From an optimization exercise on the open Yosys and OpenROAD flow, aimed at small area, a short achievable clock period and few clock cycles; shortcuts taken in it are not production practice. In this exercise RTL edits were held to simulation tests only and were not proved equivalent to the original. No activity file was given, so power comes from the tool's default toggle rates.

==> inputs of wip/yarrow <==
Design exec_top, start of the top module:
module exec_top (
	input  logic        clk,
	input  logic        rst,
	input  logic        issue_valid,
	output logic        issue_ready,
	input  logic [5:0]  issue_op,
	input  logic [31:0] issue_rs1,
	input  logic [31:0] issue_rs2,
	input  logic [31:0] issue_imm,
	input  logic [31:0] issue_pc,
	output logic        result_valid,
	output logic        result_rd_we,
	output logic [31:0] result_rd_data,
	output logic        result_jump_taken,
	output logic [31:0] result_jump_target,
	output logic        wb_cyc,
	output logic        wb_stb,
	output logic        wb_we,
	output logic [31:0] wb_adr,
	output logic [3:0]  wb_sel,
	output logic [31:0] wb_dat_o,
	input  logic        wb_ack,
	input  logic [31:0] wb_dat_i
);
==> module lsu_wb, before the edit <==
module lsu_wb (
	input  logic [1:0]      size,      
	input  logic [1:0]      ea_lo,
	output logic [3:0]      sel,
	input  logic [3:0]      sel_q,
	input  logic            uns_q,
	input  exec_pkg::word_t st_q,      
	output exec_pkg::word_t dat_o,     
	input  exec_pkg::word_t wb_dat,
	output exec_pkg::word_t load_data
);
	always_comb begin
		case (size)
			2'd0: sel = 4'b0001 << ea_lo;
			2'd1: sel = ea_lo[1] ? 4'b1100 : 4'b0011;
			default: sel = 4'b1111;
		endcase
	end
	logic byte_op, half_op, word_op;
	assign word_op = sel_q[0] & sel_q[3];
	assign half_op = (sel_q[0] & sel_q[1] & !sel_q[3]) | (sel_q[3] & sel_q[2] & !sel_q[0]);
	assign byte_op = !word_op & !half_op;
	assign dat_o[7:0] = st_q[7:0];
	assign dat_o[15:8] = byte_op ? st_q[7:0] : st_q[15:8];
	assign dat_o[23:16] = word_op ? st_q[23:16] : st_q[7:0];
	assign dat_o[31:24] = word_op ? st_q[31:24] : (half_op ? st_q[15:8] : st_q[7:0]);
	logic [3:0] b0_sel;       
	logic b1_lo, b1_hi;       
	logic [3:0] sgn_sel;      
	logic hi_data;            
	exec_pkg::word_t ext;
	assign b0_sel = {sel_q[3] & !sel_q[2], sel_q[2] & !sel_q[1], sel_q[1] & !sel_q[0], sel_q[0]};
	assign b1_lo = !byte_op & sel_q[0];
	assign b1_hi = !byte_op & !sel_q[0];
	assign sgn_sel = uns_q ? 4'b0000
		: byte_op ? sel_q
		: half_op ? {sel_q[3], 1'b0, sel_q[1], 1'b0}
		: 4'b0000;
	assign hi_data = word_op;
	logic sign;
	assign sign = |(sgn_sel & {wb_dat[31], wb_dat[23], wb_dat[15], wb_dat[7]});
	assign ext = {32{sign}};
	assign load_data[7:0] = ({8{b0_sel[0]}} & wb_dat[7:0]) | ({8{b0_sel[1]}} & wb_dat[15:8])
		| ({8{b0_sel[2]}} & wb_dat[23:16]) | ({8{b0_sel[3]}} & wb_dat[31:24]);
	assign load_data[15:8] = ({8{b1_lo}} & wb_dat[15:8]) | ({8{b1_hi}} & wb_dat[31:24])
		| ({8{byte_op}} & ext[15:8]);
	assign load_data[31:16] = ({16{hi_data}} & wb_dat[31:16]) | ({16{!hi_data}} & ext[31:16]);
endmodule
==> flow/config.mk <==
export PLATFORM = sky130hd
export DESIGN_NAME = exec_top
export DESIGN_NICKNAME = exec_top
export VERILOG_FILES = /design/flow/design.v
export SDC_FILE = /design/flow/constraint.sdc
export NUM_CORES = 4
export LEC_CHECK = 0
export CAP_MARGIN = 20
export CORE_MARGIN = 2
export CORE_UTILIZATION = 40
export PLACE_DENSITY = 0.6
export SETUP_SLACK_MARGIN = 2.75
export SLEW_MARGIN = 20
==> flow/constraint.sdc <==
create_clock -name core_clock -period 6.5 [get_ports {clk}]
set_input_delay 1.3000 -clock core_clock [delete_from_list [all_inputs] [get_ports {clk}]]
set_output_delay 1.3000 -clock core_clock [all_outputs]
set_load 0.01 [all_outputs]
standard.sh (not shown) runs the stock make flow with config.mk's settings and CLKGATE_MAP_FILE= SYNTH_SCRIPT=/design/flow/synth_recipe.tcl, a recipe that flattens the netlist after the stock synthesis.
==> flow/flow/run.sh <==
#!/bin/bash
# The standard layout, with three changes:
# - synthesis is the standard flow's script, except that ABC maps the logic with
#   flow/abc_map.script (delay-targeted map with area recovery) instead of
#   ORFS's script; registers are mapped before ABC and are unchanged;
# - the adders are left to ABC instead of the library's adder cells;
# - the port buffers are buf_2 cells;
# - after clock tree synthesis, timing repair works only on the worst 5% of
#   the failing endpoints (TNS_END_PERCENT 5) to keep the area down.
# Each step's full log is in orfs/logs/; make's own output is in standard.log.
set -euo pipefail
here=$(pwd)
{
  head -n 1 synth_recipe.tcl
  cat <<EOT
proc abc {args} {
  set out {}
  set skip 0
  foreach a \$args {
    if { \$skip } { set skip 0; continue }
    if { \$a eq "-script" } { set skip 1; continue }
    lappend out \$a
  }
  yosys abc -script $here/flow/abc_map.script {*}\$out
}
EOT
  tail -n +2 synth_recipe.tcl
} > synth_custom.tcl
args=("SYNTH_SCRIPT=$here/synth_custom.tcl" "ADDER_MAP_FILE="
  "BUFFER_PORTS_ARGS=-buffer_cell sky130_fd_sc_hd__buf_2")
bash standard.sh "${args[@]}" cts > standard.log 2>&1
bash standard.sh "${args[@]}" "TNS_END_PERCENT=5" finish >> standard.log 2>&1
==> flow/flow/abc_map.script <==
strash
dch
map -D 1700
topo
stime -c
buffer -c
upsize -D 1700 -c
dnsize -D 1700 -c
==> inputs of wip/delta, as changes to wip/yarrow <==
--- a/flow/design.v
+++ b/flow/design.v
@@ -136,33 +136,25 @@
 	assign half_op = (sel_q[0] & sel_q[1] & !sel_q[3]) | (sel_q[3] & sel_q[2] & !sel_q[0]);
 	assign byte_op = !word_op & !half_op;
 	assign dat_o[7:0] = st_q[7:0];
 	assign dat_o[15:8] = byte_op ? st_q[7:0] : st_q[15:8];
 	assign dat_o[23:16] = word_op ? st_q[23:16] : st_q[7:0];
 	assign dat_o[31:24] = word_op ? st_q[31:24] : (half_op ? st_q[15:8] : st_q[7:0]);
-	logic [3:0] b0_sel;       
-	logic b1_lo, b1_hi;       
-	logic [3:0] sgn_sel;      
-	logic hi_data;            
-	exec_pkg::word_t ext;
-	assign b0_sel = {sel_q[3] & !sel_q[2], sel_q[2] & !sel_q[1], sel_q[1] & !sel_q[0], sel_q[0]};
-	assign b1_lo = !byte_op & sel_q[0];
-	assign b1_hi = !byte_op & !sel_q[0];
-	assign sgn_sel = uns_q ? 4'b0000
-		: byte_op ? sel_q
-		: half_op ? {sel_q[3], 1'b0, sel_q[1], 1'b0}
-		: 4'b0000;
-	assign hi_data = word_op;
-	logic sign;
-	assign sign = |(sgn_sel & {wb_dat[31], wb_dat[23], wb_dat[15], wb_dat[7]});
-	assign ext = {32{sign}};
-	assign load_data[7:0] = ({8{b0_sel[0]}} & wb_dat[7:0]) | ({8{b0_sel[1]}} & wb_dat[15:8])
-		| ({8{b0_sel[2]}} & wb_dat[23:16]) | ({8{b0_sel[3]}} & wb_dat[31:24]);
-	assign load_data[15:8] = ({8{b1_lo}} & wb_dat[15:8]) | ({8{b1_hi}} & wb_dat[31:24])
-		| ({8{byte_op}} & ext[15:8]);
-	assign load_data[31:16] = ({16{hi_data}} & wb_dat[31:16]) | ({16{!hi_data}} & ext[31:16]);
+	logic [7:0] b0, b1;
+	logic ext;
+	always_comb begin
+		if (sel_q[0]) b0 = wb_dat[7:0];
+		else if (sel_q[1]) b0 = wb_dat[15:8];
+		else if (sel_q[2]) b0 = wb_dat[23:16];
+		else b0 = wb_dat[31:24];
+	end
+	assign b1 = sel_q[0] ? wb_dat[15:8] : wb_dat[31:24];
+	assign ext = !uns_q & (byte_op ? b0[7] : b1[7]);
+	assign load_data[7:0] = b0;
+	assign load_data[15:8] = byte_op ? {8{ext}} : b1;
+	assign load_data[31:16] = word_op ? wb_dat[31:16] : {16{ext}};
 endmodule
 `default_nettype wire
 `timescale 1ns/1ps
 `default_nettype none
 module exec_unit (
 	input  logic         clk,
==> flow/flow/run.sh (replaced) <==
#!/bin/bash
# The standard layout, with three changes:
# - synthesis is the standard flow's script, except that ABC maps the logic with
#   flow/abc_map.script (delay-targeted map with area recovery) instead of
#   ORFS's script; registers are mapped before ABC and are unchanged;
# - the adders are left to ABC instead of the library's adder cells;
# - the port buffers are buf_2 cells.
# Each step's full log is in orfs/logs/; make's own output is in standard.log.
set -euo pipefail
here=$(pwd)
{
  head -n 1 synth_recipe.tcl
  cat <<EOT
proc abc {args} {
  set out {}
  set skip 0
  foreach a \$args {
    if { \$skip } { set skip 0; continue }
    if { \$a eq "-script" } { set skip 1; continue }
    lappend out \$a
  }
  yosys abc -script $here/flow/abc_map.script {*}\$out
}
EOT
  tail -n +2 synth_recipe.tcl
} > synth_custom.tcl
bash standard.sh "SYNTH_SCRIPT=$here/synth_custom.tcl" "ADDER_MAP_FILE=" \
  "BUFFER_PORTS_ARGS=-buffer_cell sky130_fd_sc_hd__buf_2" finish > standard.log 2>&1
==> flow/flow/abc_map.script (replaced) <==
strash
dch
map -D 2000
topo
stime -c
buffer -c
upsize -D 2000 -c
dnsize -D 2000 -c
- SETUP_SLACK_MARGIN: 2.75 -> 2.5
==> inputs of wip/ember, as changes to wip/yarrow <==
--- a/flow/design.v
+++ b/flow/design.v
@@ -113,56 +113,51 @@
 `default_nettype wire
 `timescale 1ns/1ps
 `default_nettype none
 module lsu_wb (
 	input  logic [1:0]      size,      
 	input  logic [1:0]      ea_lo,
+	input  exec_pkg::word_t rs2,
 	output logic [3:0]      sel,
+	output exec_pkg::word_t dat,
 	input  logic [3:0]      sel_q,
 	input  logic            uns_q,
-	input  exec_pkg::word_t st_q,      
-	output exec_pkg::word_t dat_o,     
 	input  exec_pkg::word_t wb_dat,
 	output exec_pkg::word_t load_data
 );
 	always_comb begin
 		case (size)
-			2'd0: sel = 4'b0001 << ea_lo;
-			2'd1: sel = ea_lo[1] ? 4'b1100 : 4'b0011;
-			default: sel = 4'b1111;
+			2'd0: begin
+				sel = 4'b0001 << ea_lo;
+				dat = {4{rs2[7:0]}};
+			end
+			2'd1: begin
+				sel = ea_lo[1] ? 4'b1100 : 4'b0011;
+				dat = {2{rs2[15:0]}};
+			end
+			default: begin
+				sel = 4'b1111;
+				dat = rs2;
+			end
 		endcase
 	end
-	logic byte_op, half_op, word_op;
+	logic [7:0] b0, b1;
+	logic byte_op, word_op, ext;
+	assign byte_op = sel_q == 4'b0001 || sel_q == 4'b0010 || sel_q == 4'b0100 || sel_q == 4'b1000;
 	assign word_op = sel_q[0] & sel_q[3];
-	assign half_op = (sel_q[0] & sel_q[1] & !sel_q[3]) | (sel_q[3] & sel_q[2] & !sel_q[0]);
-	assign byte_op = !word_op & !half_op;
-	assign dat_o[7:0] = st_q[7:0];
-	assign dat_o[15:8] = byte_op ? st_q[7:0] : st_q[15:8];
-	assign dat_o[23:16] = word_op ? st_q[23:16] : st_q[7:0];
-	assign dat_o[31:24] = word_op ? st_q[31:24] : (half_op ? st_q[15:8] : st_q[7:0]);
-	logic [3:0] b0_sel;       
-	logic b1_lo, b1_hi;       
-	logic [3:0] sgn_sel;      
-	logic hi_data;            
-	exec_pkg::word_t ext;
-	assign b0_sel = {sel_q[3] & !sel_q[2], sel_q[2] & !sel_q[1], sel_q[1] & !sel_q[0], sel_q[0]};
-	assign b1_lo = !byte_op & sel_q[0];
-	assign b1_hi = !byte_op & !sel_q[0];
-	assign sgn_sel = uns_q ? 4'b0000
-		: byte_op ? sel_q
-		: half_op ? {sel_q[3], 1'b0, sel_q[1], 1'b0}
-		: 4'b0000;
-	assign hi_data = word_op;
-	logic sign;
-	assign sign = |(sgn_sel & {wb_dat[31], wb_dat[23], wb_dat[15], wb_dat[7]});
-	assign ext = {32{sign}};
-	assign load_data[7:0] = ({8{b0_sel[0]}} & wb_dat[7:0]) | ({8{b0_sel[1]}} & wb_dat[15:8])
-		| ({8{b0_sel[2]}} & wb_dat[23:16]) | ({8{b0_sel[3]}} & wb_dat[31:24]);
-	assign load_data[15:8] = ({8{b1_lo}} & wb_dat[15:8]) | ({8{b1_hi}} & wb_dat[31:24])
-		| ({8{byte_op}} & ext[15:8]);
-	assign load_data[31:16] = ({16{hi_data}} & wb_dat[31:16]) | ({16{!hi_data}} & ext[31:16]);
+	always_comb begin
+		if (sel_q[0]) b0 = wb_dat[7:0];
+		else if (sel_q[1]) b0 = wb_dat[15:8];
+		else if (sel_q[2]) b0 = wb_dat[23:16];
+		else b0 = wb_dat[31:24];
+	end
+	assign b1 = sel_q[0] ? wb_dat[15:8] : wb_dat[31:24];
+	assign ext = !uns_q & (byte_op ? b0[7] : b1[7]);
+	assign load_data[7:0] = b0;
+	assign load_data[15:8] = byte_op ? {8{ext}} : b1;
+	assign load_data[31:16] = word_op ? wb_dat[31:16] : {16{ext}};
 endmodule
 `default_nettype wire
 `timescale 1ns/1ps
 `default_nettype none
 module exec_unit (
 	input  logic         clk,
@@ -198,31 +193,32 @@
 			6'(exec_pkg::OP_LH), 6'(exec_pkg::OP_LHU), 6'(exec_pkg::OP_SH): size = 2'd1;
 			default: size = 2'd2;
 		endcase
 	end
 	assign sub_r = op[0] | op[2] | op[5];
 	logic r_add, r_addi, r_slt, r_sltu, r_slti, r_sltiu;
-	logic r_logic, r_shr, r_shl, r_link, r_auipc;
+	logic r_xor, r_xori, r_or, r_ori, r_and, r_andi;
+	logic r_shr, r_shl, r_link, r_lui, r_auipc;
 	assign r_add = is_op(op, exec_pkg::OP_ADD) | is_op(op, exec_pkg::OP_SUB);
 	assign r_addi = is_op(op, exec_pkg::OP_ADDI);
 	assign r_slt = is_op(op, exec_pkg::OP_SLT);
 	assign r_sltu = is_op(op, exec_pkg::OP_SLTU);
 	assign r_slti = is_op(op, exec_pkg::OP_SLTI);
 	assign r_sltiu = is_op(op, exec_pkg::OP_SLTIU);
+	assign r_xor = is_op(op, exec_pkg::OP_XOR);
+	assign r_xori = is_op(op, exec_pkg::OP_XORI);
+	assign r_or = is_op(op, exec_pkg::OP_OR);
+	assign r_ori = is_op(op, exec_pkg::OP_ORI);
+	assign r_and = is_op(op, exec_pkg::OP_AND);
+	assign r_andi = is_op(op, exec_pkg::OP_ANDI);
 	assign r_shr = is_op(op, exec_pkg::OP_SRL) | is_op(op, exec_pkg::OP_SRA)
 		| is_op(op, exec_pkg::OP_SRLI) | is_op(op, exec_pkg::OP_SRAI);
 	assign r_shl = sh_left;
 	assign r_link = is_jump;
+	assign r_lui = is_op(op, exec_pkg::OP_LUI);
 	assign r_auipc = is_op(op, exec_pkg::OP_AUIPC);
-	logic l_imm, l_pass, l_xor, l_and;
-	assign l_xor = is_op(op, exec_pkg::OP_XOR) | is_op(op, exec_pkg::OP_XORI);
-	assign l_and = is_op(op, exec_pkg::OP_AND) | is_op(op, exec_pkg::OP_ANDI);
-	assign l_pass = is_op(op, exec_pkg::OP_LUI) | is_store;
-	assign l_imm = is_op(op, exec_pkg::OP_XORI) | is_op(op, exec_pkg::OP_ORI)
-		| is_op(op, exec_pkg::OP_ANDI) | is_op(op, exec_pkg::OP_LUI);
-	assign r_logic = l_xor | l_and | l_pass | is_op(op, exec_pkg::OP_OR) | is_op(op, exec_pkg::OP_ORI);
 	exec_pkg::word_t rs1, rs2, imm;
 	assign rs1 = issue.rs1;
 	assign rs2 = issue.rs2;
 	assign imm = issue.imm;
 	exec_pkg::word_t sum_r, sum_i, sh_r, pc_imm, link, sh_l;
 	logic cout_r, ltu_i, lts_i, eq;
@@ -252,29 +248,29 @@
 	);
 	always_comb begin
 		for (int i = 0; i < 32; i++)
 			sh_l[i] = sh_r[31-i];
 	end
 	logic [3:0] sel_d;
+	exec_pkg::word_t dat_d;
 	logic busy;
 	logic [3:0] sel_q;
 	logic xfl_q;          
 	logic jt_q;           
 	logic rv_q;
 	exec_pkg::word_t r1_q;    
 	exec_pkg::word_t r2_q;    
 	exec_pkg::word_t load_data;
-	exec_pkg::word_t dat_o;
 	lsu_wb lsu_wb_inst (
 		.size      (size),
 		.ea_lo     (sum_i[1:0]),
+		.rs2       (rs2),
 		.sel       (sel_d),
+		.dat       (dat_d),
 		.sel_q     (sel_q),
 		.uns_q     (jt_q),
-		.st_q      (r1_q),
-		.dat_o     (dat_o),
 		.wb_dat    (wb_s.dat),
 		.load_data (load_data)
 	);
 	logic lt_flip, br_eq, br_lt, br_inv;
 	assign lt_flip = (r_slt | is_op(op, exec_pkg::OP_BLT) | is_op(op, exec_pkg::OP_BGE)) & (rs1[31] ^ rs2[31]);
 	assign br_eq = is_op(op, exec_pkg::OP_BEQ) | is_op(op, exec_pkg::OP_BNE);
@@ -284,21 +280,24 @@
 	logic slt_bit;
 	exec_pkg::word_t early, r1_d, r2_d;
 	assign jt_d = (is_mem & uns) | is_jump | (br_eq & (eq ^ br_inv))
 		| (br_lt & (!cout_r ^ lt_flip ^ br_inv));
 	assign slt_bit = ((r_slt | r_sltu) & (!cout_r ^ lt_flip))
 		| (r_slti & lts_i) | (r_sltiu & ltu_i);
-	exec_pkg::word_t la, lb, lres;
-	assign la = l_pass ? '0 : rs1;
-	assign lb = l_imm ? imm : rs2;
-	assign lres = l_xor ? (la ^ lb) : (l_and ? (la & lb) : (la | lb));
-	assign early = ({32{r_logic}} & lres)
+	assign early = ({32{r_xor}} & (rs1 ^ rs2))
+		| ({32{r_xori}} & (rs1 ^ imm))
+		| ({32{r_or}} & (rs1 | rs2))
+		| ({32{r_ori}} & (rs1 | imm))
+		| ({32{r_and}} & (rs1 & rs2))
+		| ({32{r_andi}} & (rs1 & imm))
 		| ({32{r_shr}} & sh_r)
 		| ({32{r_shl}} & sh_l)
 		| ({32{r_link}} & link)
-		| ({32{r_auipc}} & pc_imm);
+		| ({32{r_lui}} & imm)
+		| ({32{r_auipc}} & pc_imm)
+		| ({32{is_mem}} & dat_d);
 	assign r1_d = early
 		| ({32{r_add}} & sum_r)
 		| ({32{r_addi}} & sum_i)
 		| {31'd0, slt_bit};
 	assign r2_d = (is_mem | jalr) ? {sum_i[31:1], sum_i[0] & !jalr} : pc_imm;
 	logic accept;
@@ -326,13 +325,13 @@
 	end
 	assign result_valid = rv_q | done;
 	assign result.rd_we = busy ? !xfl_q : xfl_q;
 	assign result.rd_data = busy ? load_data : r1_q;
 	assign result.jump_taken = jt_q & !busy;
 	assign result.jump_target = r2_q;
-	assign wb_m = {busy, busy, xfl_q, r2_q[31:2], 2'b00, sel_q, dat_o};  
+	assign wb_m = {busy, busy, xfl_q, r2_q[31:2], 2'b00, sel_q, r1_q};  
 endmodule
 `default_nettype wire
 `timescale 1ns/1ps
 `default_nettype none
 module exec_top (
 	input  logic        clk,
==> flow/flow/run.sh (replaced) <==
#!/bin/bash
# The standard layout, with two changes: the port buffers are buf_2 cells
# instead of the resizer's default pick, and the adders are left to ABC
# instead of being mapped to the library's half and full adder cells.
# Each step's full log is in orfs/logs/; make's own output is in standard.log.
set -euo pipefail
bash standard.sh "BUFFER_PORTS_ARGS=-buffer_cell sky130_fd_sc_hd__buf_2" "ADDER_MAP_FILE=" finish > standard.log 2>&1
- ABC_AREA: default -> 1
- SETUP_SLACK_MARGIN: 2.75 -> 2.5
removed: flow/flow/abc_map.script
==> results.txt <==
Outcome: wip/yarrow timing/DRC/antenna clean; wip/ember timing/DRC/antenna clean; wip/delta timing/DRC/antenna clean
Power consumed by the clock network: wip/yarrow 584 µW; wip/ember 563 µW; wip/delta 562 µW
Setup Fix Bufs, Post-CTS: wip/yarrow 60; wip/ember 6; wip/delta 24
Arr. time, crit path: wip/yarrow 4.00 ns; wip/ember 4.08 ns; wip/delta 4.21 ns
Max-Slew Margin vs Limit: wip/yarrow 39.2%; wip/ember 16.8%; wip/delta 22.9%
Final nets: wip/yarrow 3282; wip/ember 3872; wip/delta 3264
Synthesized area: wip/yarrow 15800 µm²; wip/ember 18000 µm²; wip/delta 15500 µm²
Critical path depth: wip/yarrow 9; wip/ember 10; wip/delta 18
Met2 routed WL: wip/yarrow 39500 µm; wip/ember 43900 µm; wip/delta 39600 µm
Area of the die: wip/yarrow 41200 µm²; wip/ember 46700 µm²; wip/delta 40200 µm²
All-Layer GR Usage: wip/yarrow 44.2%; wip/ember 47.4%; wip/delta 43.0%
Final clock period utilization by the worst path: wip/yarrow 59.9%; wip/ember 62.4%; wip/delta 63.2%
Combinational Power Share: wip/yarrow 62.2%; wip/ember 61.7%; wip/delta 62.6%
Top layer reached by signal wires: wip/yarrow met5; wip/ember met5; wip/delta met4
Min Clock Period, post-route: wip/yarrow 3.89 ns; wip/ember 4.05 ns; wip/delta 4.11 ns
Mux cell area share after synthesis: wip/yarrow 0.759%; wip/ember 0.0556%; wip/delta 0.842%
Layout clock buffer count: wip/yarrow 10; wip/ember 9; wip/delta 10
Multi-input logic area: wip/yarrow 12900 µm²; wip/ember 13800 µm²; wip/delta 12400 µm²
DR iter-0 viols: wip/yarrow 2437; wip/ember 4281; wip/delta 2600
Testbench counts of wip/yarrow, summed over its fixed seeds: cycles 27,965.
Testbench counts of wip/delta, summed over its fixed seeds: cycles 27,965.
Testbench counts of wip/ember, summed over its fixed seeds: cycles 27,965.

==> separate check: timing with driven ports <==
In the flow no input, the clock included, has a driving cell. The finished layouts below were timed again as built, in two steps.
Step 1, drivers: a clkbuf_16 drives clk and a buf_2 each remaining input, both assumed.
Step 2 times the ports against the registers' clock, not the clock port: input delays grow and output delays shrink by t, the midpoint of the rising clock arrivals with the driver on.
a / b / c = ideal ports / drivers / drivers and shift; a / b = the first two.
| run | t, ns | setup WS [ns] | worst setup path at the end |
|---|---|---|---|
| wip/yarrow | 0.454 | 2.608 / 2.636 / 2.183 | input to register |
| wip/delta | 0.458 | 2.391 / 2.403 / 1.945 | input to register |
| wip/ember | 0.417 | 2.447 / 2.473 / 2.056 | input to register |
After both steps setup and hold are still met in every run listed. The setup slack of wip/delta, which loses most, moves by +0.012 ns with the drivers and by -0.446 ns with both steps.
